This design comes from an exercise in tuning for small area, a short achievable clock period and few clock cycles per item on the open sky130 flow, not from production work.
Function was checked by simulation only, so behaviour that the tests miss may differ from the original.

==> flow/design.v, too long to show whole: its modules and the start of the top module <==
// module two_mul: 1844 lines
// module tracking_wheel_odometry: 434 lines
module tracking_wheel_odometry (
    input  logic        i_clk,
    input  logic        i_rst_n,
    input  logic        i_cfg_we,
    input  logic [1:0]  i_cfg_idx,
    input  logic [23:0] i_cfg_data,
    input  logic        i_in_valid,
    output logic        o_in_ready,
    input  logic [31:0] i_in_forward_wheel_angle,
    input  logic [31:0] i_in_side_wheel_angle,
    input  logic [31:0] i_in_unwrapped_rotation,
    input  logic [15:0] i_in_wrapped_heading,
    output logic        o_out_valid,
    input  logic        i_out_ready,
    output logic [39:0] o_out_pos_x,
    output logic [39:0] o_out_pos_y,
    output logic        o_out_primed
);
  // ...
==> flow/run.sh <==
#!/bin/bash
# synth_recipe.tcl (not shown) runs the flow's synth.tcl, then flattens the netlist and writes it again
# the make line also repeats each setting of config.mk as NAME=value (left out here)
make -C /OpenROAD-flow-scripts/flow DESIGN_CONFIG=/design/flow/config.mk WORK_HOME=/design/flow/orfs CLKGATE_MAP_FILE= SYNTH_SCRIPT=/design/flow/synth_recipe.tcl finish
==> flow/config.mk <==
export PLATFORM = sky130hd
export DESIGN_NAME = tracking_wheel_odometry
export DESIGN_NICKNAME = tracking_wheel_odometry
export VERILOG_FILES = /design/flow/design.v
export SDC_FILE = /design/flow/constraint.sdc
export NUM_CORES = 4
export LEC_CHECK = 0
export CAP_MARGIN = 20
export CORE_MARGIN = 2
export CORE_UTILIZATION = 40
export SLEW_MARGIN = 20
==> flow/constraint.sdc <==
create_clock -name core_clock -period 10.0 [get_ports {i_clk}]
set_input_delay 2.0000 -clock core_clock [delete_from_list [all_inputs] [get_ports {i_clk}]]
set_output_delay 2.0000 -clock core_clock [all_outputs]
set_load 0.01 [all_outputs]
==> summary.txt, run 1 <==
Status
  • Status: timing/DRC/antenna clean

Synthesis
  • Seq/Total Area, Yosys: 0.3231
  • Commonest cells post-synth: nand2_1 (1,463), inv_1 (916), edfxtp_1 (756)
  • Unique cell type count in the Yosys netlist: 90
  • Mux cell area share after synthesis: 0.04676
  • Number of enable flip-flop cells after synthesis: 756
  • Post-synthesis compound-gate area fraction: 0.1744
  • Mapped Nets: 11,755

Place
  • Post-DP HPWL: 248.5 mm
  • Dpl ws: 2.605 ns

Timing
  • Final setup margin: 2.414 ns
  • Slew headroom: 0.1590
  • Max Slew Vio Count: 0

CTS
  • Hold Buf Count CTS: 0
  • Root Buffer: clkbuf_16

Finish
  • Seq cells: 1,165
  • Fraction of area in registers: 0.2927
  • Inverters: 924
  • Commonest non-fill, non-tap cells in the layout: nand2_1 (1,459), inv_1 (913), edfxtp_1 (756), o21ai_0 (747), a21oi_1 (614)
  • Reg area: 30,910 µm²
  • ANT cells: 6
  • Nonclk buf count: 362

Setup path
  • CP arrival: 8.13 ns
  • Worst path slowest cell: ha_4
  • Setup crit start: r_t[2]
  • Critical Path Source Type: flip-flop
  • Setup crit end: r_z[25]
  • Crit path max-delay family: compound AO/OA/AOI/OAI gates
  • Critical path type: reg -> reg
  • Worst Path Required: 10.54 ns

Min path
  • Worst hold start: m_p[0]
  • Hold crit path type: reg -> reg

Drt
  • Routed wire length: 341.6 mm
  • Initial DRC Count: 8,209
  • Drt drc: 0
  • Met1 wire length: 138.8 mm
  • Vias post-DR: 79,745
Testbench counts, summed over its fixed seeds: cycles 13,936, items 512.
==> module tracking_wheel_odometry, before the edit <==
module tracking_wheel_odometry (
    input  logic        i_clk,
    input  logic        i_rst_n,
    input  logic        i_cfg_we,
    input  logic [1:0]  i_cfg_idx,
    input  logic [23:0] i_cfg_data,
    input  logic        i_in_valid,
    output logic        o_in_ready,
    input  logic [31:0] i_in_forward_wheel_angle,
    input  logic [31:0] i_in_side_wheel_angle,
    input  logic [31:0] i_in_unwrapped_rotation,
    input  logic [15:0] i_in_wrapped_heading,
    output logic        o_out_valid,
    input  logic        i_out_ready,
    output logic [39:0] o_out_pos_x,
    output logic [39:0] o_out_pos_y,
    output logic        o_out_primed
);
    localparam logic [4:0] LAST = 5'd26;
    localparam logic [26:0] K1 = 27'd95950490;
    localparam logic [30:0] K2 = 31'd1686629713;
    logic [4:0]  r_t;                     
    logic        r_busya, r_busyb;        
    logic        r_cfgm;                  
    logic        r_dirty;                 
    logic        r_have;
    logic [23:0] r_fd, r_sd, r_fo, r_so;  
    logic [50:0] r_fdk, r_sdk;            
    logic [54:0] r_fok, r_sok;            
    logic [31:0] r_lf, r_ls, r_lr;
    logic [32:0] r_df, r_ds, r_dr;        
    logic [15:0] r_h;                     
    logic [33:0] r_x, r_y;                
    logic [27:0] r_z;
    logic [2:0]  r_d;                     
    logic [32:0] r_cm, r_sm;              
    logic        r_negc, r_negs;
    logic [44:0] r_dfm, r_dsm;            
    logic [39:0] r_px, r_py;              
    logic        r_outv, r_outp;
    logic [47:0] r_w;                     
    logic [54:0] m_a;
    logic [10:0] m_dig;
    logic        m_on, m_first, m_last, m_corr, m_cfg;
    logic [2:0]  m_p, m_rc;
    logic [55:0] m_s, m_c;
    logic        m_cy;
    logic        c_on, c_cfg, c_p32;
    logic [2:0]  c_p;
    logic [44:0] a_t;
    logic        a_on, a_neg;
    logic [2:0]  a_p;
    logic run, acc_in, roll, take, cfg_go, start;
    assign run        = !((r_t == 5'd8) && r_busyb && r_outv && !r_cfgm);
    assign o_in_ready = (r_t == LAST) && !r_dirty;
    assign acc_in     = i_in_valid && o_in_ready;
    assign roll       = (r_t == LAST);
    assign take       = r_outv && i_out_ready;
    assign cfg_go     = roll && r_dirty && !i_cfg_we && !r_busya;
    assign start      = r_busya || (acc_in && r_have);
    always_ff @(posedge i_clk) begin
        if (!i_rst_n) begin
            r_t     <= LAST;
            r_busya <= 1'b0;
            r_busyb <= 1'b0;
            r_cfgm  <= 1'b0;
            r_dirty <= 1'b0;
            r_have  <= 1'b0;
            r_outv  <= 1'b0;
            r_outp  <= 1'b0;
        end else begin
            if (i_cfg_we) r_dirty <= 1'b1;
            else if (cfg_go) r_dirty <= 1'b0;
            if (acc_in) r_have <= 1'b1;
            if (take) r_outv <= 1'b0;
            if (run) begin
                if (roll) begin
                    r_busyb <= r_busya;
                    r_busya <= acc_in && r_have;
                    if (cfg_go) begin
                        r_cfgm <= 1'b1;
                        r_t    <= 5'd0;
                    end else if (start) begin
                        r_t <= 5'd0;
                    end
                    if (acc_in && !r_have) begin
                        r_outv <= 1'b1;           
                        r_outp <= 1'b0;
                    end
                end else if (r_cfgm && r_t == 5'd13) begin
                    r_cfgm <= 1'b0;
                    r_t    <= LAST;
                end else begin
                    r_t <= r_t + 5'd1;
                end
                if (a_on && a_p == 3'd3 && r_busyb) begin
                    r_outv <= 1'b1;               
                    r_outp <= 1'b1;
                end
            end
        end
    end
    always_ff @(posedge i_clk) begin
        if (!i_rst_n) begin
            r_fd <= 24'd180224;
            r_sd <= 24'd180224;
            r_fo <= 24'd0;
            r_so <= 24'd0;
        end else if (i_cfg_we) begin
            case (i_cfg_idx)
                2'd0: r_fd <= i_cfg_data;
                2'd1: r_sd <= i_cfg_data;
                2'd2: r_fo <= i_cfg_data;
                default: r_so <= i_cfg_data;
            endcase
        end
    end
    always_ff @(posedge i_clk) begin
        if (acc_in) begin
            r_lf <= i_in_forward_wheel_angle;
            r_ls <= i_in_side_wheel_angle;
            r_lr <= i_in_unwrapped_rotation;
            r_df <= {i_in_forward_wheel_angle[31], i_in_forward_wheel_angle} - {r_lf[31], r_lf};
            r_ds <= {i_in_side_wheel_angle[31], i_in_side_wheel_angle} - {r_ls[31], r_ls};
            r_dr <= {i_in_unwrapped_rotation[31], i_in_unwrapped_rotation} - {r_lr[31], r_lr};
            r_h  <= i_in_wrapped_heading;
        end
    end
    logic [31:0] z0, z1, z2, z3, z4w;
    logic [27:0] z4, z5, z6, zn;
    logic        d1, d2, d3, d4, d5, dc;
    logic [33:0] tx, ty, xs, ys, xn, yn;
    logic [4:0]  ci;
    logic [27:0] ct;
    logic [32:0] cu, cv;
    always_comb begin
        z0 = {2'b00, r_h[13:0], 16'd0};
        z1 = z0 - 32'h20000000;
        d1 = !z1[31];
        z2 = d1 ? z1 - 32'h12E4051E : z1 + 32'h12E4051E;
        d2 = !z2[31];
        z3 = d2 ? z2 - 32'h09FB385B : z2 + 32'h09FB385B;
        d3 = !z3[31];
        z4w = d3 ? z3 - 32'h051111D4 : z3 + 32'h051111D4;
        z4 = r_z;                         
        d4 = !z4[27];
        z5 = d4 ? z4 - 28'h28B0D43 : z4 + 28'h28B0D43;
        d5 = !z5[27];
        z6 = d5 ? z5 - 28'h145D7E1 : z5 + 28'h145D7E1;
        case ({d5, d4, r_d})
            5'd0: begin tx = 34'h0fd68d4bd; ty = 34'h3dbf7d3f4; end
            5'd1: begin tx = 34'h0b4df0948; ty = 34'h0b51bc2f9; end
            5'd2: begin tx = 34'h0f08d8526; ty = 34'h057756a6e; end
            5'd3: begin tx = 34'h04a5d6126; ty = 34'h0f4eadd95; end
            5'd4: begin tx = 34'h0fe7b4f32; ty = 34'h01b745872; end
            5'd5: begin tx = 34'h082b9b591; ty = 34'h0dc0edad3; end
            5'd6: begin tx = 34'h0d39f769c; ty = 34'h08ffb09e5; end
            5'd7: begin tx = 34'h00bca0c0d; ty = 34'h0ffafcb3b; end
            5'd8: begin tx = 34'h0ffec84e7; ty = 34'h3fbcd298d; end
            5'd9: begin tx = 34'h09ce9c819; ty = 34'h0ca38500e; end
            5'd10: begin tx = 34'h0e3ca7fd5; ty = 34'h074baeabd; end
            5'd11: begin tx = 34'h02b4a5db6; ty = 34'h0fc455982; end
            5'd12: begin tx = 34'h0f91533a3; ty = 34'h03aed609e; end
            5'd13: begin tx = 34'h0664ed1b0; ty = 34'h0ea9f6346; end
            5'd14: begin tx = 34'h0c00c6981; ty = 34'h0a935c7e6; end
            5'd15: begin tx = 34'h3ebdc6c2e; ty = 34'h0ff2a32bd; end
            5'd16: begin tx = 34'h0ff2a32bd; ty = 34'h3ebdc6c2e; end
            5'd17: begin tx = 34'h0a935c7e6; ty = 34'h0c00c6981; end
            5'd18: begin tx = 34'h0ea9f6346; ty = 34'h0664ed1b0; end
            5'd19: begin tx = 34'h03aed609e; ty = 34'h0f91533a3; end
            5'd20: begin tx = 34'h0fc455982; ty = 34'h02b4a5db6; end
            5'd21: begin tx = 34'h074baeabd; ty = 34'h0e3ca7fd5; end
            5'd22: begin tx = 34'h0ca38500e; ty = 34'h09ce9c819; end
            5'd23: begin tx = 34'h3fbcd298d; ty = 34'h0ffec84e7; end
            5'd24: begin tx = 34'h0ffafcb3b; ty = 34'h00bca0c0d; end
            5'd25: begin tx = 34'h08ffb09e5; ty = 34'h0d39f769c; end
            5'd26: begin tx = 34'h0dc0edad3; ty = 34'h082b9b591; end
            5'd27: begin tx = 34'h01b745872; ty = 34'h0fe7b4f32; end
            5'd28: begin tx = 34'h0f4eadd95; ty = 34'h04a5d6126; end
            5'd29: begin tx = 34'h057756a6e; ty = 34'h0f08d8526; end
            5'd30: begin tx = 34'h0b51bc2f9; ty = 34'h0b4df0948; end
            5'd31: begin tx = 34'h3dbf7d3f4; ty = 34'h0fd68d4bd; end
            default: begin tx = 'x; ty = 'x; end
        endcase
        ci = r_t + 5'd4;                  
        case (ci)
            5'd6: ct = 28'h0a2f61e;
            5'd7: ct = 28'h0517c55;
            5'd8: ct = 28'h028be53;
            5'd9: ct = 28'h0145f2f;
            5'd10: ct = 28'h00a2f98;
            5'd11: ct = 28'h00517cc;
            5'd12: ct = 28'h0028be6;
            5'd13: ct = 28'h00145f3;
            5'd14: ct = 28'h000a2fa;
            5'd15: ct = 28'h000517d;
            5'd16: ct = 28'h00028be;
            5'd17: ct = 28'h000145f;
            5'd18: ct = 28'h0000a30;
            5'd19: ct = 28'h0000518;
            5'd20: ct = 28'h000028c;
            5'd21: ct = 28'h0000146;
            5'd22: ct = 28'h00000a3;
            5'd23: ct = 28'h0000051;
            5'd24: ct = 28'h0000029;
            5'd25: ct = 28'h0000014;
            5'd26: ct = 28'h000000a;
            5'd27: ct = 28'h0000005;
            5'd28: ct = 28'h0000003;
            5'd29: ct = 28'h0000001;
            default: ct = 28'd0;
        endcase
        dc = !r_z[27];
        xs = $signed(r_x) >>> ci;
        ys = $signed(r_y) >>> ci;
        xn = r_x + (ys ^ {34{dc}}) + {33'd0, dc};
        yn = r_y + (xs ^ {34{!dc}}) + {33'd0, !dc};
        zn = dc ? r_z - ct : r_z + ct;
        cu = (r_x[32] && (r_x[31:0] != 32'd0)) ? 33'h100000000 : r_x[32:0];
        cv = (r_y[32] && (r_y[31:0] != 32'd0)) ? 33'h100000000 : r_y[32:0];
    end
    always_ff @(posedge i_clk) begin
        if (run) begin
            if (r_t == 5'd0) begin
                r_z <= z4w[27:0];
                r_d <= {d3, d2, d1};
            end else if (r_t == 5'd1) begin
                r_x <= tx;
                r_y <= ty;
                r_z <= z6;
            end else if (r_t >= 5'd2 && r_t <= 5'd25) begin
                r_x <= xn;
                r_y <= yn;
                r_z <= zn;
            end
            if (roll && !r_cfgm) begin
                r_cm   <= r_h[14] ? cv : cu;
                r_sm   <= r_h[14] ? cu : cv;
                r_negc <= r_h[15] ^ r_h[14];
                r_negs <= r_h[15];
            end
        end
    end
    logic [2:0]  pp;
    logic [1:0]  pk;
    logic        pon;
    logic [54:0] pa;
    logic [32:0] pb;
    logic        psb;
    logic [2:0]  prc;
    logic [44:0] dfa, dsa;
    always_comb begin
        pon = 1'b0; pp = 3'd0; pk = 2'd0;
        case (r_t)
            5'd0: begin pon = 1'b1; pp = 3'd0; pk = 2'd0; end
            5'd1: begin pon = 1'b1; pp = 3'd0; pk = 2'd1; end
            5'd2: begin pon = 1'b1; pp = 3'd0; pk = 2'd2; end
            5'd3: begin pon = 1'b1; pp = 3'd1; pk = 2'd0; end
            5'd4: begin pon = 1'b1; pp = 3'd1; pk = 2'd1; end
            5'd5: begin pon = 1'b1; pp = 3'd1; pk = 2'd2; end
            5'd6: begin pon = 1'b1; pp = 3'd2; pk = 2'd0; end
            5'd7: begin pon = 1'b1; pp = 3'd2; pk = 2'd1; end
            5'd8: begin pon = 1'b1; pp = 3'd2; pk = 2'd2; end
            5'd9: begin pon = 1'b1; pp = 3'd3; pk = 2'd0; end
            5'd10: begin pon = 1'b1; pp = 3'd3; pk = 2'd1; end
            5'd11: begin pon = 1'b1; pp = 3'd3; pk = 2'd2; end
            5'd12: begin pon = 1'b1; pp = 3'd4; pk = 2'd0; end
            5'd13: begin pon = 1'b1; pp = 3'd4; pk = 2'd1; end
            5'd14: begin pon = 1'b1; pp = 3'd4; pk = 2'd2; end
            5'd15: begin pon = 1'b1; pp = 3'd5; pk = 2'd0; end
            5'd16: begin pon = 1'b1; pp = 3'd5; pk = 2'd1; end
            5'd17: begin pon = 1'b1; pp = 3'd5; pk = 2'd2; end
            5'd18: begin pon = 1'b1; pp = 3'd6; pk = 2'd0; end
            5'd19: begin pon = 1'b1; pp = 3'd6; pk = 2'd1; end
            5'd20: begin pon = 1'b1; pp = 3'd6; pk = 2'd2; end
            5'd21: begin pon = 1'b1; pp = 3'd7; pk = 2'd0; end
            5'd22: begin pon = 1'b1; pp = 3'd7; pk = 2'd1; end
            5'd23: begin pon = 1'b1; pp = 3'd7; pk = 2'd2; end
            default: ;
        endcase
        if (r_cfgm && pp[2]) pon = 1'b0;
        if (roll) pon = 1'b0;
        dfa = r_dfm[44] ? 45'd0 - r_dfm : r_dfm;
        dsa = r_dsm[44] ? 45'd0 - r_dsm : r_dsm;
        pa = '0; pb = '0; psb = 1'b0; prc = 3'b000;
        if (r_cfgm) begin
            case (pp[1:0])
                2'd0: begin pa = 55'(K1); pb = 33'(r_fd); end
                2'd1: begin pa = 55'(K2); pb = {{9{r_fo[23]}}, r_fo}; psb = r_fo[23]; end
                2'd2: begin pa = 55'(K1); pb = 33'(r_sd); end
                default: begin pa = 55'(K2); pb = {{9{r_so[23]}}, r_so}; psb = r_so[23]; end
            endcase
        end else begin
            case (pp)
                3'd0: begin pa = 55'(dfa[43:0]); pb = r_cm; prc = 3'b001; end
                3'd1: begin pa = 55'(dsa[43:0]); pb = r_sm; prc = 3'b001; end
                3'd2: begin pa = 55'(dfa[43:0]); pb = r_sm; prc = 3'b001; end
                3'd3: begin pa = 55'(dsa[43:0]); pb = r_cm; prc = 3'b001; end
                3'd4: begin pa = 55'(r_fdk); pb = r_df; psb = r_df[32]; prc = 3'b010; end
                3'd5: begin pa = r_fok;      pb = r_dr; psb = r_dr[32]; prc = 3'b100; end
                3'd6: begin pa = 55'(r_sdk); pb = r_ds; psb = r_ds[32]; prc = 3'b010; end
                default: begin pa = r_sok;   pb = r_dr; psb = r_dr[32]; prc = 3'b100; end
            endcase
        end
    end
    logic [32:0] pbx;
    assign pbx = pb ^ {33{psb}};
    always_ff @(posedge i_clk) begin
        if (!i_rst_n) begin
            m_on <= 1'b0;
            c_on <= 1'b0;
            a_on <= 1'b0;
        end else if (run) begin
            m_on <= pon;
            c_on <= m_on && m_last;
            a_on <= c_on && !c_cfg;
        end
    end
    always_ff @(posedge i_clk) begin
        if (run) begin
            if (pk == 2'd0) m_a <= pa;
            m_dig   <= (pk == 2'd0) ? pbx[10:0] : (pk == 2'd1) ? pbx[21:11] : pbx[32:22];
            m_first <= (pk == 2'd0);
            m_last  <= (pk == 2'd2);
            m_corr  <= (pk == 2'd0) && psb;
            m_rc    <= (pk == 2'd0) ? prc : 3'b000;
            m_p     <= pp;
            m_cfg   <= r_cfgm;
        end
    end
    logic [55:0] rs, rc;
    logic [66:0] to_s, to_c;
    logic [11:0] lo;
    always_comb begin
        rs = m_first ? (m_corr ? {1'b0, m_a} : 56'd0) : m_s;
        rc = m_first ? ((56'(m_rc[0]) << 31) | (56'(m_rc[1]) << 39) | (56'(m_rc[2]) << 43)) : m_c;
        lo = {1'b0, to_s[10:0]} + {1'b0, to_c[10:0]};
    end
    two_mul u_mul (
        .i_a(m_a), .i_dig(m_dig), .i_rs(rs), .i_rc(rc), .i_cin(m_first ? 1'b0 : m_cy),
        .o_s(to_s), .o_c(to_c)
    );
    always_ff @(posedge i_clk) begin
        if (run && m_on) begin
            m_s  <= to_s[66:11];
            m_c  <= to_c[66:11];
            m_cy <= lo[11];
            if (m_last) begin
                c_p   <= m_p;
                c_cfg <= m_cfg;
                c_p32 <= lo[10];
            end
        end
    end
    logic [55:0] hi;
    logic [44:0] ct_sel;
    logic        cneg;
    always_comb begin
        hi = m_s + m_c + {55'd0, m_cy};
        case (c_p)
            3'd0, 3'd1, 3'd2, 3'd3: ct_sel = {hi[43:0], c_p32};
            3'd4, 3'd6:             ct_sel = {2'b00, hi[49:7]};
            default:                ct_sel = {2'b00, hi[53:11]};
        endcase
        case (c_p)
            3'd0: cneg = r_dfm[44] ^ r_negc;
            3'd1: cneg = !(r_dsm[44] ^ r_negs);
            3'd2: cneg = r_dfm[44] ^ r_negs;
            3'd3: cneg = r_dsm[44] ^ r_negc;
            3'd4: cneg = r_df[32];
            3'd5: cneg = !(r_fo[23] ^ r_dr[32]);
            3'd6: cneg = r_ds[32];
            default: cneg = r_so[23] ^ r_dr[32];
        endcase
    end
    always_ff @(posedge i_clk) begin
        if (!i_rst_n) begin
            r_fdk <= 51'(64'd17292581109760);
            r_sdk <= 51'(64'd17292581109760);
            r_fok <= 55'd0;
            r_sok <= 55'd0;
        end else if (run && c_on) begin
            a_t   <= ct_sel;
            a_neg <= cneg;
            a_p   <= c_p;
            if (c_cfg) begin
                case (c_p[1:0])
                    2'd0: r_fdk <= {hi[17:0], r_w[32:0]};
                    2'd1: r_fok <= {hi[21:0], r_w[32:0]};
                    2'd2: r_sdk <= {hi[17:0], r_w[32:0]};
                    default: r_sok <= {hi[21:0], r_w[32:0]};
                endcase
            end
        end
    end
    logic [47:0] base, asum;
    logic [39:0] asat;
    always_comb begin
        case (a_p)
            3'd0: base = {{8{r_px[39]}}, r_px};
            3'd2: base = {{8{r_py[39]}}, r_py};
            3'd1, 3'd3: base = r_w;
            3'd5: base = {{3{r_dfm[44]}}, r_dfm};
            3'd7: base = {{3{r_dsm[44]}}, r_dsm};
            default: base = 48'd0;
        endcase
        asum = base + ({3'd0, a_t} ^ {48{a_neg}}) + {47'd0, a_neg};
        asat = (asum[47:39] != {9{asum[47]}}) ? (asum[47] ? 40'h8000000000 : 40'h7fffffffff) : asum[39:0];
    end
    always_ff @(posedge i_clk) begin
        if (!i_rst_n) begin
            r_px <= 40'd0;
            r_py <= 40'd0;
        end else if (run && a_on) begin
            case (a_p)
                3'd0, 3'd2: ;
                3'd1: if (r_busyb) r_px <= asat;
                3'd3: if (r_busyb) r_py <= asat;
                3'd4, 3'd5: r_dfm <= asum[44:0];
                default: r_dsm <= asum[44:0];
            endcase
        end
    end
    always_ff @(posedge i_clk) begin
        if (run) begin
            if (m_on && m_cfg) r_w[32:0] <= {lo[10:0], r_w[32:11]};
            if (a_on && (a_p == 3'd0 || a_p == 3'd2)) r_w <= asum;
        end
    end
    assign o_out_valid  = r_outv;
    assign o_out_pos_x  = r_px;
    assign o_out_pos_y  = r_py;
    assign o_out_primed = r_outp;
endmodule
==> run 2, diff against run 1 <==
--- a/flow/design.v
+++ b/flow/design.v
@@ -1861,23 +1861,25 @@
     output logic        o_out_primed
 );
-    localparam logic [4:0] LAST = 5'd26;
+    localparam logic [4:0] LAST = 5'd24;
+    localparam logic [4:0] IDLE = 5'd25;
     localparam logic [26:0] K1 = 27'd95950490;
     localparam logic [30:0] K2 = 31'd1686629713;
     logic [4:0]  r_t;                     
+    logic [1:0]  r_qb;                    
     logic        r_busya, r_busyb;        
     logic        r_cfgm;                  
-    logic        r_dirty;                 
+    logic [3:0]  r_rf;                    
     logic        r_have;
-    logic [23:0] r_fd, r_sd, r_fo, r_so;  
     logic [50:0] r_fdk, r_sdk;            
     logic [54:0] r_fok, r_sok;            
+    logic        r_fos, r_sos;            
+    logic [4:0]  r_ci;                    
     logic [31:0] r_lf, r_ls, r_lr;
     logic [32:0] r_df, r_ds, r_dr;        
     logic [15:0] r_h;                     
     logic [33:0] r_x, r_y;                
-    logic [27:0] r_z;
-    logic [2:0]  r_d;                     
+    logic [28:0] r_z;
+    logic [4:0]  r_d;                     
     logic [32:0] r_cm, r_sm;              
-    logic        r_negc, r_negs;
     logic [44:0] r_dfm, r_dsm;            
     logic [39:0] r_px, r_py;              
@@ -1886,5 +1888,5 @@
     logic [54:0] m_a;
     logic [10:0] m_dig;
-    logic        m_on, m_first, m_last, m_corr, m_cfg;
+    logic        m_on, m_first, m_last, m_corr, m_cfg, m_neg, c_neg;
     logic [2:0]  m_p, m_rc;
     logic [55:0] m_s, m_c;
@@ -1895,67 +1897,70 @@
     logic        a_on, a_neg;
     logic [2:0]  a_p;
-    logic run, acc_in, roll, take, cfg_go, start;
-    assign run        = !((r_t == 5'd8) && r_busyb && r_outv && !r_cfgm);
-    assign o_in_ready = (r_t == LAST) && !r_dirty;
+    logic run, acc_in, roll, take, cfg_go, start, real_in, restart;
+    logic r_run;                          
+    logic [4:0] n_t;
+    logic n_busya, n_busyb, n_cfgm, n_outv, n_outp;
+    assign run        = r_run;
+    assign roll       = (r_t == LAST) || (r_t == IDLE);
+    assign o_in_ready = r_have ? (roll && (r_rf == 4'd0)) : !r_outv;
     assign acc_in     = i_in_valid && o_in_ready;
-    assign roll       = (r_t == LAST);
+    assign real_in    = acc_in && r_have;
     assign take       = r_outv && i_out_ready;
-    assign cfg_go     = roll && r_dirty && !i_cfg_we && !r_busya;
-    assign start      = r_busya || (acc_in && r_have);
+    assign cfg_go     = roll && (r_rf != 4'd0) && !i_cfg_we && !r_busya;
+    assign restart    = r_cfgm && i_cfg_we;   
+    assign start      = r_busya || real_in;
+    always_comb begin
+        n_t = r_t; n_busya = r_busya; n_busyb = r_busyb; n_cfgm = r_cfgm;
+        n_outv = r_outv; n_outp = r_outp;
+        if (take) n_outv = 1'b0;
+        if (acc_in && !r_have) begin
+            n_outv = 1'b1;                        
+            n_outp = 1'b0;
+        end
+        if (run) begin
+            if (roll) begin
+                n_busyb = r_busya;
+                n_busya = real_in;
+                if (cfg_go) begin
+                    n_cfgm = 1'b1;
+                    n_t    = 5'd0;
+                end else if (start) begin
+                    n_t = 5'd0;
+                end else begin
+                    n_t = IDLE;
+                end
+            end else if (restart) begin
+                n_t = 5'd0;
+            end else if (r_cfgm && r_t == 5'd13) begin
+                n_cfgm = 1'b0;
+                n_t    = IDLE;
+            end else begin
+                n_t = r_t + 5'd1;
+            end
+            if (a_on && a_p == 3'd3 && r_busyb) begin
+                n_outv = 1'b1;                    
+                n_outp = 1'b1;
+            end
+        end
+    end
     always_ff @(posedge i_clk) begin
         if (!i_rst_n) begin
-            r_t     <= LAST;
+            r_t     <= IDLE;
             r_busya <= 1'b0;
             r_busyb <= 1'b0;
             r_cfgm  <= 1'b0;
-            r_dirty <= 1'b0;
             r_have  <= 1'b0;
             r_outv  <= 1'b0;
             r_outp  <= 1'b0;
+            r_run   <= 1'b1;
         end else begin
-            if (i_cfg_we) r_dirty <= 1'b1;
-            else if (cfg_go) r_dirty <= 1'b0;
             if (acc_in) r_have <= 1'b1;
-            if (take) r_outv <= 1'b0;
-            if (run) begin
-                if (roll) begin
-                    r_busyb <= r_busya;
-                    r_busya <= acc_in && r_have;
-                    if (cfg_go) begin
-                        r_cfgm <= 1'b1;
-                        r_t    <= 5'd0;
-                    end else if (start) begin
-                        r_t <= 5'd0;
-                    end
-                    if (acc_in && !r_have) begin
-                        r_outv <= 1'b1;           
-                        r_outp <= 1'b0;
-                    end
-                end else if (r_cfgm && r_t == 5'd13) begin
-                    r_cfgm <= 1'b0;
-                    r_t    <= LAST;
-                end else begin
-                    r_t <= r_t + 5'd1;
-                end
-                if (a_on && a_p == 3'd3 && r_busyb) begin
-                    r_outv <= 1'b1;               
-                    r_outp <= 1'b1;
-                end
-            end
-        end
-    end
-    always_ff @(posedge i_clk) begin
-        if (!i_rst_n) begin
-            r_fd <= 24'd180224;
-            r_sd <= 24'd180224;
-            r_fo <= 24'd0;
-            r_so <= 24'd0;
-        end else if (i_cfg_we) begin
-            case (i_cfg_idx)
-                2'd0: r_fd <= i_cfg_data;
-                2'd1: r_sd <= i_cfg_data;
-                2'd2: r_fo <= i_cfg_data;
-                default: r_so <= i_cfg_data;
-            endcase
+            r_t     <= n_t;
+            r_busya <= n_busya;
+            r_busyb <= n_busyb;
+            r_cfgm  <= n_cfgm;
+            r_outv  <= n_outv;
+            r_outp  <= n_outp;
+            r_run   <= !((n_t == 5'd8) && n_busyb && n_outv && !n_cfgm);
         end
     end
@@ -1965,32 +1970,111 @@
             r_ls <= i_in_side_wheel_angle;
             r_lr <= i_in_unwrapped_rotation;
-            r_df <= {i_in_forward_wheel_angle[31], i_in_forward_wheel_angle} - {r_lf[31], r_lf};
-            r_ds <= {i_in_side_wheel_angle[31], i_in_side_wheel_angle} - {r_ls[31], r_ls};
-            r_dr <= {i_in_unwrapped_rotation[31], i_in_unwrapped_rotation} - {r_lr[31], r_lr};
+            r_df <= {r_lf[31], r_lf};         
+            r_ds <= {r_ls[31], r_ls};
+            r_dr <= {r_lr[31], r_lr};
             r_h  <= i_in_wrapped_heading;
+            r_d  <= dv;                       
+        end else if (r_t == 5'd0) begin
+            r_df <= {r_lf[31], r_lf} - r_df;
+            r_ds <= {r_ls[31], r_ls} - r_ds;
+            r_dr <= {r_lr[31], r_lr} - r_dr;
         end
     end
-    logic [31:0] z0, z1, z2, z3, z4w;
-    logic [27:0] z4, z5, z6, zn;
-    logic        d1, d2, d3, d4, d5, dc;
+    logic [31:0] z0, zc, z6w;
+    logic [28:0] zn;
+    logic [4:0]  dv;
+    logic        dc;
     logic [33:0] tx, ty, xs, ys, xn, yn;
     logic [4:0]  ci;
     logic [27:0] ct;
     logic [32:0] cu, cv;
+    logic [13:0] hh;
+    assign hh = i_in_wrapped_heading[13:0];
+    logic [0:0] dc1;
+    assign dc1[0] = (hh >= 14'd8192);
+    logic dd1;
+    assign dd1 = dc1[0];
+    logic [1:0] dc2;
+    assign dc2[0] = (hh >= 14'd3356);
+    assign dc2[1] = (hh >= 14'd13029);
+    logic dd2;
+    assign dd2 = dc2[{dd1}];
+    logic [3:0] dc3;
+    assign dc3[0] = (hh >= 14'd801);
+    assign dc3[1] = (hh >= 14'd10473);
+    assign dc3[2] = (hh >= 14'd5912);
+    assign dc3[3] = (hh >= 14'd15584);
+    logic dd3;
+    assign dd3 = dc3[{dd2, dd1}];
+    logic [7:0] dc4;
+    assign dc4[0] = 1'b1;
+    assign dc4[1] = (hh >= 14'd9176);
+    assign dc4[2] = (hh >= 14'd4615);
+    assign dc4[3] = (hh >= 14'd14287);
+    assign dc4[4] = (hh >= 14'd2098);
+    assign dc4[5] = (hh >= 14'd11770);
+    assign dc4[6] = (hh >= 14'd7209);
+    assign dc4[7] = 1'b0;
+    logic dd4;
+    assign dd4 = dc4[{dd3, dd2, dd1}];
+    logic [15:0] dc5;
+    assign dc5[0] = 1'b1;
+    assign dc5[1] = (hh >= 14'd8525);
+    assign dc5[2] = (hh >= 14'd3964);
+    assign dc5[3] = (hh >= 14'd13636);
+    assign dc5[4] = (hh >= 14'd1447);
+    assign dc5[5] = (hh >= 14'd11119);
+    assign dc5[6] = (hh >= 14'd6558);
+    assign dc5[7] = (hh >= 14'd16230);
+    assign dc5[8] = (hh >= 14'd155);
+    assign dc5[9] = (hh >= 14'd9827);
+    assign dc5[10] = (hh >= 14'd5266);
+    assign dc5[11] = (hh >= 14'd14938);
+    assign dc5[12] = (hh >= 14'd2749);
+    assign dc5[13] = (hh >= 14'd12421);
+    assign dc5[14] = (hh >= 14'd7860);
+    assign dc5[15] = 1'b0;
+    logic dd5;
+    assign dd5 = dc5[{dd4, dd3, dd2, dd1}];
+    assign dv = {dd5, dd4, dd3, dd2, dd1};
     always_comb begin
         z0 = {2'b00, r_h[13:0], 16'd0};
-        z1 = z0 - 32'h20000000;
-        d1 = !z1[31];
-        z2 = d1 ? z1 - 32'h12E4051E : z1 + 32'h12E4051E;
-        d2 = !z2[31];
-        z3 = d2 ? z2 - 32'h09FB385B : z2 + 32'h09FB385B;
-        d3 = !z3[31];
-        z4w = d3 ? z3 - 32'h051111D4 : z3 + 32'h051111D4;
-        z4 = r_z;                         
-        d4 = !z4[27];
-        z5 = d4 ? z4 - 28'h28B0D43 : z4 + 28'h28B0D43;
-        d5 = !z5[27];
-        z6 = d5 ? z5 - 28'h145D7E1 : z5 + 28'h145D7E1;
-        case ({d5, d4, r_d})
+        case (r_d)
+            5'd0: zc = 32'hfa3ecb8f;
+            5'd1: zc = 32'h2006d5cb;
+            5'd2: zc = 32'h0e353c45;
+            5'd3: zc = 32'h33fd4681;
+            5'd4: zc = 32'h0460ef37;
+            5'd5: zc = 32'h2a28f973;
+            5'd6: zc = 32'h18575fed;
+            5'd7: zc = 32'h3e1f6a29;
+            5'd8: zc = 32'hff54e615;
+            5'd9: zc = 32'h251cf051;
+            5'd10: zc = 32'h134b56cb;
+            5'd11: zc = 32'h39136107;
+            5'd12: zc = 32'h097709bd;
+            5'd13: zc = 32'h2f3f13f9;
+            5'd14: zc = 32'h1d6d7a73;
+            5'd15: zc = 32'h433584af;
+            5'd16: zc = 32'hfcca7b51;
+            5'd17: zc = 32'h2292858d;
+            5'd18: zc = 32'h10c0ec07;
+            5'd19: zc = 32'h3688f643;
+            5'd20: zc = 32'h06ec9ef9;
+            5'd21: zc = 32'h2cb4a935;
+            5'd22: zc = 32'h1ae30faf;
+            5'd23: zc = 32'h40ab19eb;
+            5'd24: zc = 32'h01e095d7;
+            5'd25: zc = 32'h27a8a013;
+            5'd26: zc = 32'h15d7068d;
+            5'd27: zc = 32'h3b9f10c9;
+            5'd28: zc = 32'h0c02b97f;
+            5'd29: zc = 32'h31cac3bb;
+            5'd30: zc = 32'h1ff92a35;
+            5'd31: zc = 32'h45c13471;
+            default: zc = 'x;
+        endcase
+        z6w = z0 - zc;
+        case (r_d)
             5'd0: begin tx = 34'h0fd68d4bd; ty = 34'h3dbf7d3f4; end
             5'd1: begin tx = 34'h0b4df0948; ty = 34'h0b51bc2f9; end
@@ -2027,5 +2111,5 @@
             default: begin tx = 'x; ty = 'x; end
         endcase
-        ci = r_t + 5'd4;                  
+        ci = r_ci;                        
         case (ci)
             5'd6: ct = 28'h0a2f61e;
@@ -2055,5 +2139,5 @@
             default: ct = 28'd0;
         endcase
-        dc = !r_z[27];
+        dc = !r_z[28];
         xs = $signed(r_x) >>> ci;
         ys = $signed(r_y) >>> ci;
@@ -2067,20 +2151,18 @@
         if (run) begin
             if (r_t == 5'd0) begin
-                r_z <= z4w[27:0];
-                r_d <= {d3, d2, d1};
-            end else if (r_t == 5'd1) begin
-                r_x <= tx;
-                r_y <= ty;
-                r_z <= z6;
-            end else if (r_t >= 5'd2 && r_t <= 5'd25) begin
-                r_x <= xn;
-                r_y <= yn;
-                r_z <= zn;
+                r_x  <= tx;
+                r_y  <= ty;
+                r_z  <= z6w[28:0];
+                r_ci <= 5'd6;
+            end else if (r_t >= 5'd1 && r_t <= 5'd24) begin
+                r_x  <= xn;
+                r_y  <= yn;
+                r_z  <= zn;
+                r_ci <= r_ci + 5'd1;
             end
-            if (roll && !r_cfgm) begin
-                r_cm   <= r_h[14] ? cv : cu;
-                r_sm   <= r_h[14] ? cu : cv;
-                r_negc <= r_h[15] ^ r_h[14];
-                r_negs <= r_h[15];
+            if (roll) r_qb <= r_h[15:14];
+            if (r_t == 5'd0) begin        
+                r_cm   <= r_qb[0] ? cv : cu;
+                r_sm   <= r_qb[0] ? cu : cv;
             end
         end
@@ -2093,4 +2175,5 @@
     logic        psb;
     logic [2:0]  prc;
+    logic        pneg;                    
     logic [44:0] dfa, dsa;
     always_comb begin
@@ -2123,26 +2206,28 @@
             default: ;
         endcase
-        if (r_cfgm && pp[2]) pon = 1'b0;
+        if (r_cfgm && (pp[2] || !r_rf[{pp[0], pp[1]}])) pon = 1'b0;
+        if (restart) pon = 1'b0;
         if (roll) pon = 1'b0;
         dfa = r_dfm[44] ? 45'd0 - r_dfm : r_dfm;
         dsa = r_dsm[44] ? 45'd0 - r_dsm : r_dsm;
-        pa = '0; pb = '0; psb = 1'b0; prc = 3'b000;
+        pa = '0; pb = '0; psb = 1'b0; prc = 3'b000; pneg = 1'b0;
         if (r_cfgm) begin
             case (pp[1:0])
-                2'd0: begin pa = 55'(K1); pb = 33'(r_fd); end
-                2'd1: begin pa = 55'(K2); pb = {{9{r_fo[23]}}, r_fo}; psb = r_fo[23]; end
-                2'd2: begin pa = 55'(K1); pb = 33'(r_sd); end
-                default: begin pa = 55'(K2); pb = {{9{r_so[23]}}, r_so}; psb = r_so[23]; end
+                2'd0: begin pa = 55'(K1); pb = 33'(r_fdk[23:0]); end
+                2'd1: begin pa = 55'(K2); pb = {{9{r_fok[23]}}, r_fok[23:0]}; psb = r_fok[23]; end
+                2'd2: begin pa = 55'(K1); pb = 33'(r_sdk[23:0]); end
+                default: begin pa = 55'(K2); pb = {{9{r_sok[23]}}, r_sok[23:0]}; psb = r_sok[23]; end
             endcase
         end else begin
             case (pp)
-                3'd0: begin pa = 55'(dfa[43:0]); pb = r_cm; prc = 3'b001; end
-                3'd1: begin pa = 55'(dsa[43:0]); pb = r_sm; prc = 3'b001; end
-                3'd2: begin pa = 55'(dfa[43:0]); pb = r_sm; prc = 3'b001; end
-                3'd3: begin pa = 55'(dsa[43:0]); pb = r_cm; prc = 3'b001; end
-                3'd4: begin pa = 55'(r_fdk); pb = r_df; psb = r_df[32]; prc = 3'b010; end
-                3'd5: begin pa = r_fok;      pb = r_dr; psb = r_dr[32]; prc = 3'b100; end
-                3'd6: begin pa = 55'(r_sdk); pb = r_ds; psb = r_ds[32]; prc = 3'b010; end
-                default: begin pa = r_sok;   pb = r_dr; psb = r_dr[32]; prc = 3'b100; end
+                3'd0: begin pa = 55'(dfa[43:0]); pb = (r_t == 5'd0) ? (r_qb[0] ? cv : cu) : r_cm; prc = 3'b001;
+                            pneg = r_dfm[44] ^ r_qb[1] ^ r_qb[0]; end
+                3'd1: begin pa = 55'(dsa[43:0]); pb = r_sm; prc = 3'b001; pneg = !(r_dsm[44] ^ r_qb[1]); end
+                3'd2: begin pa = 55'(dfa[43:0]); pb = r_sm; prc = 3'b001; pneg = r_dfm[44] ^ r_qb[1]; end
+                3'd3: begin pa = 55'(dsa[43:0]); pb = r_cm; prc = 3'b001; pneg = r_dsm[44] ^ r_qb[1] ^ r_qb[0]; end
+                3'd4: begin pa = 55'(r_fdk); pb = r_df; psb = r_df[32]; prc = 3'b010; pneg = r_df[32]; end
+                3'd5: begin pa = r_fok;      pb = r_dr; psb = r_dr[32]; prc = 3'b100; pneg = !(r_fos ^ r_dr[32]); end
+                3'd6: begin pa = 55'(r_sdk); pb = r_ds; psb = r_ds[32]; prc = 3'b010; pneg = r_ds[32]; end
+                default: begin pa = r_sok;   pb = r_dr; psb = r_dr[32]; prc = 3'b100; pneg = r_sos ^ r_dr[32]; end
             endcase
         end
@@ -2157,5 +2242,5 @@
         end else if (run) begin
             m_on <= pon;
-            c_on <= m_on && m_last;
+            c_on <= m_on && m_last && !restart;
             a_on <= c_on && !c_cfg;
         end
@@ -2170,4 +2255,5 @@
             m_rc    <= (pk == 2'd0) ? prc : 3'b000;
             m_p     <= pp;
+            if (pk == 2'd0) m_neg <= pneg;
             m_cfg   <= r_cfgm;
         end
@@ -2192,4 +2278,5 @@
             if (m_last) begin
                 c_p   <= m_p;
+                c_neg <= m_neg;
                 c_cfg <= m_cfg;
                 c_p32 <= lo[10];
@@ -2207,14 +2294,12 @@
             default:                ct_sel = {2'b00, hi[53:11]};
         endcase
-        case (c_p)
-            3'd0: cneg = r_dfm[44] ^ r_negc;
-            3'd1: cneg = !(r_dsm[44] ^ r_negs);
-            3'd2: cneg = r_dfm[44] ^ r_negs;
-            3'd3: cneg = r_dsm[44] ^ r_negc;
-            3'd4: cneg = r_df[32];
-            3'd5: cneg = !(r_fo[23] ^ r_dr[32]);
-            3'd6: cneg = r_ds[32];
-            default: cneg = r_so[23] ^ r_dr[32];
-        endcase
+        cneg = c_neg;
+    end
+    always_ff @(posedge i_clk) begin
+        if (run && c_on) begin
+            a_t   <= ct_sel;
+            a_neg <= cneg;
+            a_p   <= c_p;
+        end
     end
     always_ff @(posedge i_clk) begin
@@ -2224,14 +2309,23 @@
             r_fok <= 55'd0;
             r_sok <= 55'd0;
-        end else if (run && c_on) begin
-            a_t   <= ct_sel;
-            a_neg <= cneg;
-            a_p   <= c_p;
-            if (c_cfg) begin
+            r_fos <= 1'b0;
+            r_sos <= 1'b0;
+            r_rf  <= 4'd0;
+        end else begin
+            if (run && c_on && c_cfg) begin
                 case (c_p[1:0])
-                    2'd0: r_fdk <= {hi[17:0], r_w[32:0]};
-                    2'd1: r_fok <= {hi[21:0], r_w[32:0]};
-                    2'd2: r_sdk <= {hi[17:0], r_w[32:0]};
-                    default: r_sok <= {hi[21:0], r_w[32:0]};
+                    2'd0: begin r_fdk <= {hi[17:0], r_w[32:0]}; r_rf[0] <= 1'b0; end
+                    2'd1: begin r_fok <= {hi[21:0], r_w[32:0]}; r_rf[2] <= 1'b0; end
+                    2'd2: begin r_sdk <= {hi[17:0], r_w[32:0]}; r_rf[1] <= 1'b0; end
+                    default: begin r_sok <= {hi[21:0], r_w[32:0]}; r_rf[3] <= 1'b0; end
+                endcase
+            end
+            if (i_cfg_we) begin
+                r_rf[i_cfg_idx] <= 1'b1;
+                case (i_cfg_idx)
+                    2'd0: r_fdk <= 51'(i_cfg_data);
+                    2'd1: r_sdk <= 51'(i_cfg_data);
+                    2'd2: begin r_fok <= 55'(i_cfg_data); r_fos <= i_cfg_data[23]; end
+                    default: begin r_sok <= 55'(i_cfg_data); r_sos <= i_cfg_data[23]; end
                 endcase
             end
--- a/flow/config.mk
+++ b/flow/config.mk
@@ -9,3 +9,4 @@
 export CORE_MARGIN = 2
 export CORE_UTILIZATION = 40
+export SETUP_SLACK_MARGIN = 5
 export SLEW_MARGIN = 20
==> run 2 against run 1 <==
Compared with the run above:
- cell area up 2.2%
- largest cell class unchanged
- synthesized area down 1.7%
- utilization up 1.9 points
==> summary.txt, run 2 <==
Status
  • Status: timing/DRC/antenna clean (unchanged)

Die
  • DIE WIDTH: 488.8 µm (was 492.9 µm)
  • Core Rows: 177 (was 179)
  • Io pins: 226 (unchanged)
  • Die Area: 238,900 µm² (was 243,000 µm²)
  • Die Height: 488.8 µm (was 492.9 µm)
  • CORE AREA: 233,200 µm² (was 237,900 µm²)
  • Initial Util: 0.4032 (was 0.4020)

Min path
  • Hold crit path type: reg -> reg (unchanged)
  • Hold Path Depth: 0 (unchanged)
  • Worst hold start: m_p[1] (was m_p[0])
  • WHS Endpoint: c_p[1] (was c_p[0])

Synthesis
  • Commonest cells post-synth: nand2_1 (1,211), inv_1 (898), nor2_1 (807) (was nand2_1 (1,463), inv_1 (916), edfxtp_1 (756))
  • Asr flop ratio synth: 0 (unchanged)
  • Synthesized area per cell: 9.053 µm² (was 9.039 µm²)
  • Number of enable flip-flop cells after synthesis: 765 (was 756)
  • Yosys warns: 1 (unchanged)
  • Post-synthesis cell count: 10,386 (was 10,578)
  • Seq/Total Area, Yosys: 0.3372 (was 0.3231)
  • Main combinational cell family by area after synthesis: compound AO/OA/AOI/OAI gates (was adder cells)
  • Unique cell type count in the Yosys netlist: 96 (was 90)
  • Post-synthesis compound-gate area fraction: 0.1784 (was 0.1744)
  • Mux cell area share after synthesis: 0.04442 (was 0.04676)
  • Yosys reg bits: 1,201 (was 1,165)
  • Most used DFF post-synth: edfxtp_1 (unchanged)
  • Simple-gate portion of the synthesized area: 0.1541 (was 0.1592)
  • Top-count cell post-synth: nand2_1 (unchanged)
  • Area contributors post-synth: edfxtp_1 (24%), fa_1 (13%), dfxtp_1 (9.3%), ha_1 (4.9%), nand2_1 (4.8%) (was edfxtp_1 (24%), fa_1 (13%), dfxtp_1 (8.6%), nand2_1 (5.7%), ha_1 (5.7%))
  • Leading area contributor after synthesis: edfxtp_1 (unchanged)
  • Top cell type's share of synthesized area: 0.2443 (was 0.2374)
  • Netlist Area Pre-Place: 94,020 µm² (was 95,610 µm²)
  • Synth Area in Adders: 0.1758 (was 0.1823)
  • Xor and xnor fraction of the mapped netlist area: 0.04675 (was 0.05231)
  • Mapped Nets: 11,493 (was 11,755)

Setup path
  • Worst R2R Start: a_neg (was r_t[2])
  • Worst Path Required: 10.66 ns (was 10.54 ns)
  • Reg2Reg Setup Slack: 4.51 ns (was 2.41 ns)
  • Worst path slowest cell: xor2_1 (was ha_4)
  • Critical Path Source Type: flip-flop (unchanged)
  • CP arrival: 6.14 ns (was 8.13 ns)
  • Maximum fanout along the worst path: 48 (was 73)
  • Worst-path cell chain: buf_6 -> xor2_1 -> ha_4 -> a21o_1 -> a21oi_1 -> nor2b_1 -> o41a_1 -> a31o_2 -> o31ai_4 -> a211oi_2 -> a211o_1 -> xnor2_2 -> nor4b_2 -> or4b_4 -> mux2i_4 -> buf_6 -> buf_12 -> clkbuf_16 -> a31oi_1 (was clkinv_1 -> ha_4 -> clkinv_1 -> nor2_1 -> o21ai_0 -> o21ai_0 -> nor3b_1 -> and2_1 -> a21oi_1 -> xnor2_1 -> ha_1 -> o21a_1 -> nor2_1 -> nor2b_1 -> and3_1 -> a221o_1 -> o41ai_1 -> o22ai_1 -> o41a_1 -> a21o_1 -> a211o_1 -> a21oi_1 -> a22oi_1)
  • Cell mode on critical path: buf_6
  • CP Capture Type: flip-flop (unchanged)
  • Critical path type: reg -> reg (unchanged)
  • Reg-to-Reg End: r_px[38] (was r_z[25])
  • Reg2Reg Depth: 19 (was 23)
  • Largest stage delay, worst path: 0.62 ns (was 0.79 ns)

CTS
  • CTS H-tree depth: 4 (unchanged)
  • Clk sink count: 1,201 (was 1,165)
  • Clock latency on the worst-skew pair: 0.83 ns (about the same)
  • Total CTS buffers: 141 (was 144)
  • Worst-path clk slew: 0.06 ns (about the same)
  • Max clock buf depth: 3 (unchanged)
  • CTS tree: done (unchanged)
  • Root Buffer: clkbuf_16 (unchanged)

Finish
  • Layout cells sized above 1: 0.1013 (was 0.05930)
  • Area delta synth->final: 14.79% (was 10.46%)
  • Commonest non-fill, non-tap cells in the layout: nand2_1 (1,199), inv_1 (889), nor2_1 (779), edfxtp_1 (765), o21ai_0 (709) (was nand2_1 (1,459), inv_1 (913), edfxtp_1 (756), o21ai_0 (747), a21oi_1 (614))
  • Nets: 11,518 (was 11,612)
  • Combined area of the multi-input logic cells: 58,260 µm² (was 59,020 µm²)
  • Fillers: 22,013 (was 22,923)
  • Commonest non-fill, non-tap cell in the layout: nand2_1 (unchanged)
  • Reg area: 31,720 µm² (was 30,910 µm²)

Timing
  • Final Hold Vio Count: 0 (unchanged)
  • Fmax: 182.3 MHz (was 131.8 MHz)
  • Worst slew pin tran: 1.202 ns (was 1.248 ns)
  • Max Slew Vio Count: 0 (unchanged)
  • Layout Skew: 0.04080 ns (was 0.05760 ns)
  • Unrepaired setup endpoints after global routing: true (was false)
  • Final worst path period need: 5.485 ns (was 7.586 ns)
  • Fin crit share: 0.5485 (was 0.7586)
  • Setup TNS Final: 0 ns (unchanged)
  • Slew headroom: 0.1989 (was 0.1590)
  • # setup viols final: 0 (unchanged)

Global routing
  • Antenna violations before repair: 11 (was 14)
  • Largest net degree at the start of global routing: 138 (was 161)
  • Vias in the first global route: 79,454 (was 78,251)
  • GRT overflow: 0 (unchanged)
  • First-pass GRT wire length: 514.7 mm (was 507.6 mm)
  • Total GRT Usage: 0.2848 (was 0.2751)

Drt
  • WL/cell: 25.57 µm (was 24.88 µm)
  • Vias per cell: 5.944 (was 5.809)
  • Routed wire length: 349.5 mm (was 341.6 mm)
  • DRT Pass-1 Iters: 10 (was 8)
  • Initial DRC Count: 9,295 (was 8,209)
  • Antenna-violating nets left: 0 (unchanged)
  • Vias post-DR: 81,238 (was 79,745)
  • Drt drc: 0 (unchanged)

Place
  • Port-buffer cells: 225 (unchanged)
  • Routability-driven placement congestion ratio: 0.9580 (was 0.9644)
  • Post-DP HPWL: 243.4 mm (was 248.5 mm)

Job
  • Maxcap violations: 0 (unchanged)
## run 2: layout make-up
type | count | share of cell area
antenna | 7 | 0.0001623
clock buffer | 183 | 0.03624
clock inverter | 77 | 0.008718
inverter | 904 | 0.03189
multi-input combinational | 7614 | 0.5398
sequential | 1201 | 0.2939
tap | 3132 | 0.03631
timing repair buffer | 547 | 0.05283
timing repair inverter | 2 | 0.0001275
## run 2: through the flow
| stage | area (µm²) | util | setup slack [ns] | hold WS, ns | std cells |
|---|---|---|---|---|---|
| 3_3_place_gp | 98850 | 0.4239 | 2.886 | 0.4034 | 13190 |
| 5_1_grt | 107900 | 0.4627 | 4.358 | 0.4266 | 13661 |
| 6_report | 107900 | 0.4628 | 4.515 | 0.4195 | 13667 |
| 3_5_place_dp | 98850 | 0.4239 | 2.959 | 0.4045 | 13191 |
| 2_1_floorplan | 94290 | - | 4.969 | 0.4003 | 10386 |
| 4_1_cts | 106300 | 0.4559 | 4.511 | 0.4199 | 13598 |
## run 2: repair_timing
item,CTS,global route
endpoints found under the setup margin,296,203
pin swaps,75,133
gates resized for setup,269,239
cloned,27,8
hold buffers,0,0
setup buffers,120,54
## run 2: layer usage
metal	part of all wire	track usage
met5	0.00011	0
met4	0.052	0.1298
met2	0.45	0.4464
met3	0.089	0.04781
met1	0.41	0.3847
## run 2: worst max-delay path: cells and delay by family (launching register included)
kind	cells	cell delay, ns
buf+inv	4	0.94
flops	1	0.34
fa+ha+maj	1	0.32
mux	1	0.17
xor+xnor	2	0.83
simple gates	3	0.81
compound gates	8	1.84
## run 2: logic make-up after synthesis
group,Yosys count
buffers and inverters,1577
AOI/OAI and AO/OA,2678
DFF,1201
and+or+nand+nor,3139
muxes,326
xor gates and xnor gates,501
adders and majority gates,964
## run 2: worst max path at each step
stage / slack, ns / from / end / cells after the start
floorplan: 4.97 / r_ci[0] / r_y[33] / 22
global placement: 2.89 / i_in_wrapped_heading[7] / tx[26] / 15
detailed placement: 2.96 / i_in_wrapped_heading[7] / tx[26] / 15
CTS: 4.51 / a_p[1] / r_py[29] / 22
global route: 4.36 / a_p[1] / r_px[1] / 24
finish: 4.51 / a_neg / r_px[38] / 19
Testbench counts of run 2, summed over its fixed seeds: cycles 12,840, items 512.
==> run 3, diff against run 2 <==
--- a/flow/design.v
+++ b/flow/design.v
@@ -1875,4 +1875,6 @@
     logic        r_fos, r_sos;            
     logic [4:0]  r_ci;                    
+    logic [4:0]  r_cj;                    
+    logic        r_dn;                    
     logic [31:0] r_lf, r_ls, r_lr;
     logic [32:0] r_df, r_ds, r_dr;        
@@ -1897,4 +1899,8 @@
     logic        a_on, a_neg;
     logic [2:0]  a_p;
+    logic        a_bx, a_by, a_bw, a_bf, a_bs;
+    logic        s_on, s_y;               
+    logic        g_on, g_s;               
+    logic        r_sdf, r_sds;            
     logic run, acc_in, roll, take, cfg_go, start, real_in, restart;
     logic r_run;                          
@@ -1938,5 +1944,5 @@
                 n_t = r_t + 5'd1;
             end
-            if (a_on && a_p == 3'd3 && r_busyb) begin
+            if (s_on && s_y && r_busyb) begin
                 n_outv = 1'b1;                    
                 n_outp = 1'b1;
@@ -1962,5 +1968,5 @@
             r_outv  <= n_outv;
             r_outp  <= n_outp;
-            r_run   <= !((n_t == 5'd8) && n_busyb && n_outv && !n_cfgm);
+            r_run   <= !((n_t == 5'd9) && n_busyb && n_outv && !n_cfgm);
         end
     end
@@ -2140,8 +2146,8 @@
         endcase
         dc = !r_z[28];
-        xs = $signed(r_x) >>> ci;
+        xs = $signed(r_x) >>> (~r_cj);
         ys = $signed(r_y) >>> ci;
         xn = r_x + (ys ^ {34{dc}}) + {33'd0, dc};
-        yn = r_y + (xs ^ {34{!dc}}) + {33'd0, !dc};
+        yn = r_y + (xs ^ {34{!r_dn}}) + {33'd0, !r_dn};
         zn = dc ? r_z - ct : r_z + ct;
         cu = (r_x[32] && (r_x[31:0] != 32'd0)) ? 33'h100000000 : r_x[32:0];
@@ -2154,10 +2160,14 @@
                 r_y  <= ty;
                 r_z  <= z6w[28:0];
+                r_dn <= !z6w[28];
                 r_ci <= 5'd6;
+                r_cj <= ~5'd6;
             end else if (r_t >= 5'd1 && r_t <= 5'd24) begin
                 r_x  <= xn;
                 r_y  <= yn;
                 r_z  <= zn;
+                r_dn <= !zn[28];
                 r_ci <= r_ci + 5'd1;
+                r_cj <= r_cj - 5'd1;
             end
             if (roll) r_qb <= r_h[15:14];
@@ -2176,5 +2186,5 @@
     logic [2:0]  prc;
     logic        pneg;                    
-    logic [44:0] dfa, dsa;
+    logic [44:0] dsel;
     always_comb begin
         pon = 1'b0; pp = 3'd0; pk = 2'd0;
@@ -2209,6 +2219,5 @@
         if (restart) pon = 1'b0;
         if (roll) pon = 1'b0;
-        dfa = r_dfm[44] ? 45'd0 - r_dfm : r_dfm;
-        dsa = r_dsm[44] ? 45'd0 - r_dsm : r_dsm;
+        dsel = pp[0] ? r_dsm : r_dfm;     
         pa = '0; pb = '0; psb = 1'b0; prc = 3'b000; pneg = 1'b0;
         if (r_cfgm) begin
@@ -2221,9 +2230,9 @@
         end else begin
             case (pp)
-                3'd0: begin pa = 55'(dfa[43:0]); pb = (r_t == 5'd0) ? (r_qb[0] ? cv : cu) : r_cm; prc = 3'b001;
-                            pneg = r_dfm[44] ^ r_qb[1] ^ r_qb[0]; end
-                3'd1: begin pa = 55'(dsa[43:0]); pb = r_sm; prc = 3'b001; pneg = !(r_dsm[44] ^ r_qb[1]); end
-                3'd2: begin pa = 55'(dfa[43:0]); pb = r_sm; prc = 3'b001; pneg = r_dfm[44] ^ r_qb[1]; end
-                3'd3: begin pa = 55'(dsa[43:0]); pb = r_cm; prc = 3'b001; pneg = r_dsm[44] ^ r_qb[1] ^ r_qb[0]; end
+                3'd0: begin pa = 55'(dsel[43:0]); pb = (r_t == 5'd0) ? (r_qb[0] ? cv : cu) : r_cm; prc = 3'b001;
+                            pneg = r_sdf ^ r_qb[1] ^ r_qb[0]; end
+                3'd1: begin pa = 55'(dsel[43:0]); pb = r_sm; prc = 3'b001; pneg = !(r_sds ^ r_qb[1]); end
+                3'd2: begin pa = 55'(dsel[43:0]); pb = r_sm; prc = 3'b001; pneg = r_sdf ^ r_qb[1]; end
+                3'd3: begin pa = 55'(dsel[43:0]); pb = r_cm; prc = 3'b001; pneg = r_sds ^ r_qb[1] ^ r_qb[0]; end
                 3'd4: begin pa = 55'(r_fdk); pb = r_df; psb = r_df[32]; prc = 3'b010; pneg = r_df[32]; end
                 3'd5: begin pa = r_fok;      pb = r_dr; psb = r_dr[32]; prc = 3'b100; pneg = !(r_fos ^ r_dr[32]); end
@@ -2240,8 +2249,14 @@
             c_on <= 1'b0;
             a_on <= 1'b0;
+            s_on <= 1'b0;
+            g_on <= 1'b0;
         end else if (run) begin
             m_on <= pon;
             c_on <= m_on && m_last && !restart;
             a_on <= c_on && !c_cfg;
+            s_on <= a_on && !a_p[2] && a_p[0];
+            s_y  <= a_p[1];
+            g_on <= a_on && a_p[2] && a_p[0];
+            g_s  <= a_p[1];
         end
     end
@@ -2301,4 +2316,9 @@
             a_neg <= cneg;
             a_p   <= c_p;
+            a_bx  <= (c_p == 3'd0);
+            a_by  <= (c_p == 3'd2);
+            a_bw  <= (c_p == 3'd1) || (c_p == 3'd3);
+            a_bf  <= (c_p == 3'd5);
+            a_bs  <= (c_p == 3'd7);
         end
     end
@@ -2333,16 +2353,14 @@
     end
     logic [47:0] base, asum;
-    logic [39:0] asat;
+    logic [39:0] wsat;
+    logic [44:0] gsel, gabs;
     always_comb begin
-        case (a_p)
-            3'd0: base = {{8{r_px[39]}}, r_px};
-            3'd2: base = {{8{r_py[39]}}, r_py};
-            3'd1, 3'd3: base = r_w;
-            3'd5: base = {{3{r_dfm[44]}}, r_dfm};
-            3'd7: base = {{3{r_dsm[44]}}, r_dsm};
-            default: base = 48'd0;
-        endcase
+        base = ({48{a_bx}} & {{8{r_px[39]}}, r_px}) | ({48{a_by}} & {{8{r_py[39]}}, r_py})
+             | ({48{a_bw}} & r_w) | ({48{a_bf}} & {{3{r_dfm[44]}}, r_dfm})
+             | ({48{a_bs}} & {{3{r_dsm[44]}}, r_dsm});
         asum = base + ({3'd0, a_t} ^ {48{a_neg}}) + {47'd0, a_neg};
-        asat = (asum[47:39] != {9{asum[47]}}) ? (asum[47] ? 40'h8000000000 : 40'h7fffffffff) : asum[39:0];
+        wsat = (r_w[47:39] != {9{r_w[47]}}) ? (r_w[47] ? 40'h8000000000 : 40'h7fffffffff) : r_w[39:0];
+        gsel = g_s ? r_dsm : r_dfm;
+        gabs = gsel[44] ? 45'd0 - gsel : gsel;
     end
     always_ff @(posedge i_clk) begin
@@ -2350,18 +2368,17 @@
             r_px <= 40'd0;
             r_py <= 40'd0;
-        end else if (run && a_on) begin
-            case (a_p)
-                3'd0, 3'd2: ;
-                3'd1: if (r_busyb) r_px <= asat;
-                3'd3: if (r_busyb) r_py <= asat;
-                3'd4, 3'd5: r_dfm <= asum[44:0];
-                default: r_dsm <= asum[44:0];
-            endcase
+        end else if (run && s_on && r_busyb) begin
+            if (s_y) r_py <= wsat;
+            else     r_px <= wsat;
         end
     end
     always_ff @(posedge i_clk) begin
         if (run) begin
+            if (a_on && a_p[2] && !a_p[1]) r_dfm <= asum[44:0];
+            if (a_on && a_p[2] && a_p[1])  r_dsm <= asum[44:0];
+            if (g_on && !g_s) begin r_dfm <= gabs; r_sdf <= r_dfm[44]; end
+            if (g_on && g_s)  begin r_dsm <= gabs; r_sds <= r_dsm[44]; end
             if (m_on && m_cfg) r_w[32:0] <= {lo[10:0], r_w[32:11]};
-            if (a_on && (a_p == 3'd0 || a_p == 3'd2)) r_w <= asum;
+            if (a_on && !a_p[2]) r_w <= asum;
         end
     end
==> run 3 against run 2 <==
Compared with the run above:
- still clean
- critical path depth increased by 1
- critical endpoint is now r_x[32]
- first-iteration DRC count decreased by 4.5%
- count of clock-buffer cells in the layout increased by 12
- synthesized area increased by 2.0%
- global-route usage decreased by 0.95 points
==> summary.txt, run 3 <==
CTS
  • CTS tree: done (unchanged)
  • Clock latency on the worst-skew pair: 0.82 ns (was 0.83 ns)
  • Total CTS buffers: 145 (was 141)
  • CTS H-tree depth: 4 (unchanged)

Synthesis
  • Post-synthesis cell count: 10,560 (was 10,386)
  • Unique cell type count in the Yosys netlist: 101 (was 96)
  • Yosys warns: 1 (unchanged)
  • Top-count cell post-synth: nand2_1 (unchanged)
  • Seq/Total Area, Yosys: 0.3354 (was 0.3372)
  • Synthesized area per cell: 9.080 µm² (was 9.053 µm²)
  • Yosys reg bits: 1,217 (was 1,201)
  • Netlist Area Pre-Place: 95,880 µm² (was 94,020 µm²)
  • Top cell type's share of synthesized area: 0.2440 (was 0.2443)
  • Most used DFF post-synth: edfxtp_1 (unchanged)
  • Commonest cells post-synth: nand2_1 (1,383), inv_1 (849), edfxtp_1 (779) (was nand2_1 (1,211), inv_1 (898), nor2_1 (807))

Timing
  • Max Slew Vio Count: 0 (unchanged)
  • Fin crit share: 0.5008 (was 0.5485)
  • Final worst path period need: 5.008 ns (was 5.485 ns)
  • Unrepaired setup endpoints after global routing: true (unchanged)
  • Fmax: 199.7 MHz (was 182.3 MHz)
  • Final Hold Vio Count: 0 (unchanged)
  • Slew headroom: 0.2579 (was 0.1989)

Drt
  • Drt drc: 0 (unchanged)
  • WL/cell: 25.01 µm (was 25.57 µm)
  • Vias per cell: 5.905 (was 5.944)
  • Antenna-violating nets left: 0 (unchanged)
  • Initial DRC Count: 8,879 (was 9,295)

Setup path
  • CP arrival: 5.52 ns (was 6.14 ns)
  • Reg2Reg Setup Slack: 4.99 ns (was 4.51 ns)
  • Worst Path Required: 10.51 ns (was 10.66 ns)
  • Maximum fanout along the worst path: 7 (was 48)

Place
  • Port-buffer cells: 225 (unchanged)
  • Routability-driven placement congestion ratio: 0.9426 (was 0.9580)

Job
  • Maxcap violations: 0 (unchanged)

Global routing
  • Vias in the first global route: 80,258 (was 79,454)
  • GRT overflow: 0 (unchanged)
  • Antenna violations before repair: 14 (was 11)

Finish
  • Nets: 11,668 (was 11,518)
  • Combined area of the multi-input logic cells: 58,780 µm² (was 58,260 µm²)

Min path
  • Hold crit path type: reg -> reg (unchanged)

Die
  • Initial Util: 0.4027 (was 0.4032)
  • Core Rows: 179 (was 177)

Status
  • Status: timing/DRC/antenna clean (unchanged)
-- run 3: per-stage QoR --
stage	hold WS (ns)	worst slack [ns]	area, µm²	cells
finish	0.4223	4.992	108400	13851
global placement	0.4026	2.589	100700	13388
detailed placement	0.4074	2.612	100700	13388
CTS	0.4242	4.874	107200	13766
floorplan	0.4003	5.001	96080	10560
global route	0.4373	4.779	108400	13846
-- run 3: cell type report --
| cell class | count | area share |
|---|---|---|
| multi-input combinational | 7791 | 0.5424 |
| clock inverter | 70 | 0.006512 |
| timing repair inverter | 4 | 0.0002309 |
| timing repair buffer | 542 | 0.04918 |
| antenna | 5 | 0.0001155 |
| inverter | 860 | 0.03012 |
| clock buffer | 195 | 0.03790 |
| sequential | 1217 | 0.2969 |
| tap | 3167 | 0.03657 |
-- run 3: what timing repair did --
| action | CTS | global route |
|---|---|---|
| buffers inserted | 96 | 69 |
| gates resized for setup | 162 | 146 |
| gates cloned | 17 | 8 |
| pin swaps | 28 | 62 |
| endpoints found under the setup margin | 149 | 130 |
| hold buffers | 0 | 0 |
-- run 3: cell families after synthesis --
kind of cell / synth area share
compound gates: 0.1743
xor+xnor: 0.04339
fa+ha+maj: 0.1724
buf+inv: 0.06166
flops: 0.3354
mux: 0.05439
simple gates: 0.1585
-- run 3: routing by layer --
layer / track usage / vias up / routed length [µm] / share of wire
li1: - / 36605 / - / -
met1: 0.3707 / 40404 / 143600 / 0.41
met2: 0.4304 / 4018 / 154800 / 0.45
met3: 0.05411 / 748 / 31720 / 0.092
met4: 0.1180 / 12 / 16160 / 0.047
met5: 0 / - / 73 / 0.00021
-- run 3: path summary, 6_finish.rpt --
| path | from | depth (start not counted) | end |
|---|---|---|---|
| max | r_y[31] | 20 | r_x[32] |
| min | m_neg | 0 | c_neg |
| max reg2reg | r_y[31] | 20 | r_x[32] |
| min reg2reg | m_neg | 0 | c_neg |
-- run 3: worst max-delay path: stages (launching register included) --
cell      delay (ns)
edfxtp_1        0.73
mux2i_1         0.19
nand2_1         0.10
o21ai_0         0.10
o21ai_1         0.29
mux2i_1         0.13
mux2i_1         0.18
xnor2_1         0.19
ha_1            0.31
a211o_1         0.30
o32a_1          0.35
nand3_2         0.11
a211oi_2        0.07
o21a_1          0.20
o41a_1          0.38
o41ai_4         0.28
o21ai_2         0.10
a221o_1         0.35
a21oi_2         0.14
xor2_1          0.15
o21ai_1         0.07
Testbench counts of run 3, summed over its fixed seeds: cycles 12,848, items 512.

[re-timing with driven ports]
The flow's constraints put no driver on any port. The routed layouts listed below were extracted and timed again, unchanged, in two steps. Step 1 assumes that a clkbuf_16 drives the clock port and a buf_2 every other input. Step 2 also shifts input and output timing later by t, the mid clock arrival at the registers, as if the neighbouring blocks saw the same clock. Slacks: ideal ports / drivers / drivers and shift; pairs: ideal ports / drivers.
| run | t, ns | setup WS [ns] | worst register clock-pin slew, ns | worst data-port slew with drivers (ns) |
|---|---|---|---|---|
| run 1 | 0.895 | 2.414 / 2.414 / 2.414 | 0.07 / 0.07 | 0.18 |
| run 2 | 0.903 | 4.515 / 4.515 / 4.221 | 0.07 / 0.07 | 0.06 |
| run 3 | 0.902 | 4.992 / 4.992 / 4.245 | 0.07 / 0.07 | 0.10 |
After both steps setup and hold are still met in every run listed. The setup slack of run 3, which loses most, moves by 0.000 ns with the drivers and by -0.747 ns with both steps.
